Background: an optimization exercise with open tools, aiming at small area, a short achievable clock period and few clock cycles per item. Do not read the settings as production practice.
Where RTL was checked, it was by simulation tests only, not by an equivalence proof against the original.
No activity file was given, so power comes from the tool's default toggle rates.

## run 1
Design wide_add_seq, start of the top module:
module wide_add_seq #(
  parameter int DATA_W = wide_add_seq_pkg::DATA_W_DEF
) (
  input  logic              clk,
  input  logic              reset,
  input  logic              start,
  input  logic              sub,
  input  logic [DATA_W-1:0] a,
  input  logic [DATA_W-1:0] b,
  output logic              busy,
  output logic              done,
  output logic [DATA_W-1:0] s,
  output logic              c_out
);
Settings: LEC_CHECK=0, CAP_MARGIN=20, CORE_MARGIN=2, CORE_UTILIZATION=40, SLEW_MARGIN=20, SYNTH_HIERARCHICAL=1; clock period 28.0 ns.
run.sh (not shown) runs the stock make flow with config.mk's settings and CLKGATE_MAP_FILE= SYNTH_SCRIPT=/design/flow/synth_recipe.tcl, a recipe that flattens the netlist after the stock synthesis.
Run 1 | stages: all done | timing, DRC, antenna: all pass
Testbench counts of run 1, summed over its fixed seeds: cycles 6,400, ops 3,200.
Here is what was changed in the inputs of run 2 compared with run 1.
==> flow/flow/run.sh (new file) <==
#!/bin/bash
# Own flow: the standard layout, with every port buffered by the
# smallest buffer (sky130_fd_sc_hd__buf_1) instead of the resizer's default.
set -euo pipefail
bash standard.sh BUFFER_PORTS_ARGS="-buffer_cell sky130_fd_sc_hd__buf_1" finish > standard_flow.log 2>&1
==> flow/standard.sh (new file) <==
#!/bin/bash
# synth_recipe.tcl (not shown) runs the flow's synth.tcl, then flattens the netlist and writes it again
# the make line also repeats each setting of config.mk as NAME=value (left out here)
make -C /OpenROAD-flow-scripts/flow DESIGN_CONFIG=/design/flow/config.mk WORK_HOME=/design/flow/orfs CLKGATE_MAP_FILE= SYNTH_SCRIPT=/design/flow/synth_recipe.tcl "${@:-finish}"
removed: flow/run.sh
Notes after the runs:
Run 2 vs. run 1: number of failing hold endpoints at the final stage comparable; global-route met2 utilization now smaller.
Across run 1 and run 2, none had a timing, DRC or antenna violation.
Final total power: run 1 and run 2 compared, lower one is run 2
Per the comparison of run 2 with run 1, minimum hold slack increased by 0.014 ns relative to the old numbers, tightest slew margin relative to the limit decreased by 9.9 points relative to the old numbers, overall fraction of global-route tracks in use decreased by 2.9 points relative to the old numbers, transition time of the tightest slew-check pin increased by 0.15 ns relative to the old numbers, layout overhead on the synthesized area decreased by 24 points relative to the old numbers.

---

wide_add_seq, a different RTL version from the one above (not shown whole).
Size: roughly 2,000 cells after synthesis, roughly 260 flip-flops, about 19,000 µm² of cells after synthesis.
Settings: LEC_CHECK=0, CAP_MARGIN=20, CORE_MARGIN=2, CORE_UTILIZATION=40, SLEW_MARGIN=20, SYNTH_HIERARCHICAL=1; clock period 28.0 ns.
standard.sh (not shown) runs the stock make flow with config.mk's settings and CLKGATE_MAP_FILE= SYNTH_SCRIPT=/design/flow/synth_recipe.tcl, a recipe that flattens the netlist after the stock synthesis.
==> flow/flow/run.sh <==
#!/bin/bash
# Own flow: the standard layout, with every port buffered by the
# smallest buffer (sky130_fd_sc_hd__buf_1) instead of the resizer's default,
# and timing repair asked to leave a large setup margin so that it shortens
# the adder's critical path (the clock and constraints are unchanged).
set -euo pipefail
bash standard.sh BUFFER_PORTS_ARGS="-buffer_cell sky130_fd_sc_hd__buf_1" \
  SETUP_SLACK_MARGIN=20 TNS_END_PERCENT=0 finish > standard_flow.log 2>&1
The first run went through all stages and came out clean.
Change:
==> flow/flow/run.sh (replaced) <==
#!/bin/bash
# Own flow: the standard layout, with every port buffered by the
# smallest buffer (sky130_fd_sc_hd__buf_1) instead of the resizer's default.
set -euo pipefail
bash standard.sh BUFFER_PORTS_ARGS="-buffer_cell sky130_fd_sc_hd__buf_1" finish > standard_flow.log 2>&1
After rerunning:
- The changed run went through all stages and came out clean
- via count decreases by a few percent
- utilization decreases by 4.0 points
- synthesized area is unchanged
- critical path depth decreases by 1
- final area decreases by a little under a tenth
- register-to-register slack hardly moves
- clock skew stays the same
- flip-flop and latch count is unchanged
- clock-buffer cell count increases by 2
- wire length decreases by roughly a tenth

---

== the baseline ==
wide_add_seq, a different RTL version from the one above (not shown whole).
For scale: ~260 flip-flops, roughly 780 I/O pins, about 20,000 um^2 of cells after synthesis.
clock: 28.0 ns
lec_check: 0
cap_margin: 20
core_margin: 2
core_utilization: 40
slew_margin: 20
synth_hierarchical: 1
==> flow/flow/run.sh <==
#!/bin/bash
# Own flow: the standard layout, with every port buffered by the
# smallest buffer (sky130_fd_sc_hd__buf_1) instead of the resizer's default,
# and timing repair asked to leave a large setup margin so that it shortens
# the adder's critical path (the clock and constraints are unchanged).
set -euo pipefail
bash standard.sh BUFFER_PORTS_ARGS="-buffer_cell sky130_fd_sc_hd__buf_1" \
  SETUP_SLACK_MARGIN=20 TNS_END_PERCENT=0 finish > standard_flow.log 2>&1
diff inputs: the baseline => the candidate
Settings: CORE_UTILIZATION changed from 40 to 60.
[summary]
- Count of flip-flops with a built-in enable after synthesis across the baseline and the candidate: no real change.
- The run showing the greater die extent in x is the baseline.
- Summary of the candidate over the baseline: mapped cell area level; post-synthesis async set-or-reset flop share held.
- The candidate did not finish: a tool error stopped it during I/O pin placement (3_2_place_iop).
- Starting utilization of the core area delta for the candidate relative to the baseline: 20 points higher
- Synthesized cell count came out exactly the same in the baseline and the candidate.
- The height of the die of the candidate falls short of that of the baseline by 18%.
Function was not checked in any run of this note: the RTL went through the layout flow alone.

[static timing again, ports no longer ideal]
The results above use ideal ports. As a check the final layouts listed here were re-extracted and re-timed, cells and wires unchanged. Step 1 assumes that a clkbuf_16 drives the clock port and a buf_2 every other input. Step 2 moves the port delays by t, midway between the first and last clock arrival at a register: inputs arrive t later, outputs are due t later. That takes back most of the time a late clock gives input paths. Three values: ideal ports, drivers, drivers and shift; two values: the first two.
run | t, ns | slack for setup (ns) | worst setup path after step 2 | pins driven straight from the clock port
run 1 | 0.591 | 17.978 / 17.991 / 17.401 | input to register | 1
run 2 | 0.597 | 17.396 / 17.436 / 16.839 | input to register | 1
the first run of note 2 | 0.627 | 19.528 / 19.497 / 18.871 | input to register | 1
the second run of note 2 | 0.599 | 17.453 / 17.492 / 16.894 | input to register | 1
the baseline | 0.603 | 19.695 / 19.622 / 19.018 | input to register | 1
After both steps setup and hold are still met in every run listed. For the baseline, which loses most, drivers alone change the setup slack by -0.073 ns; drivers and shift together by -0.677 ns.
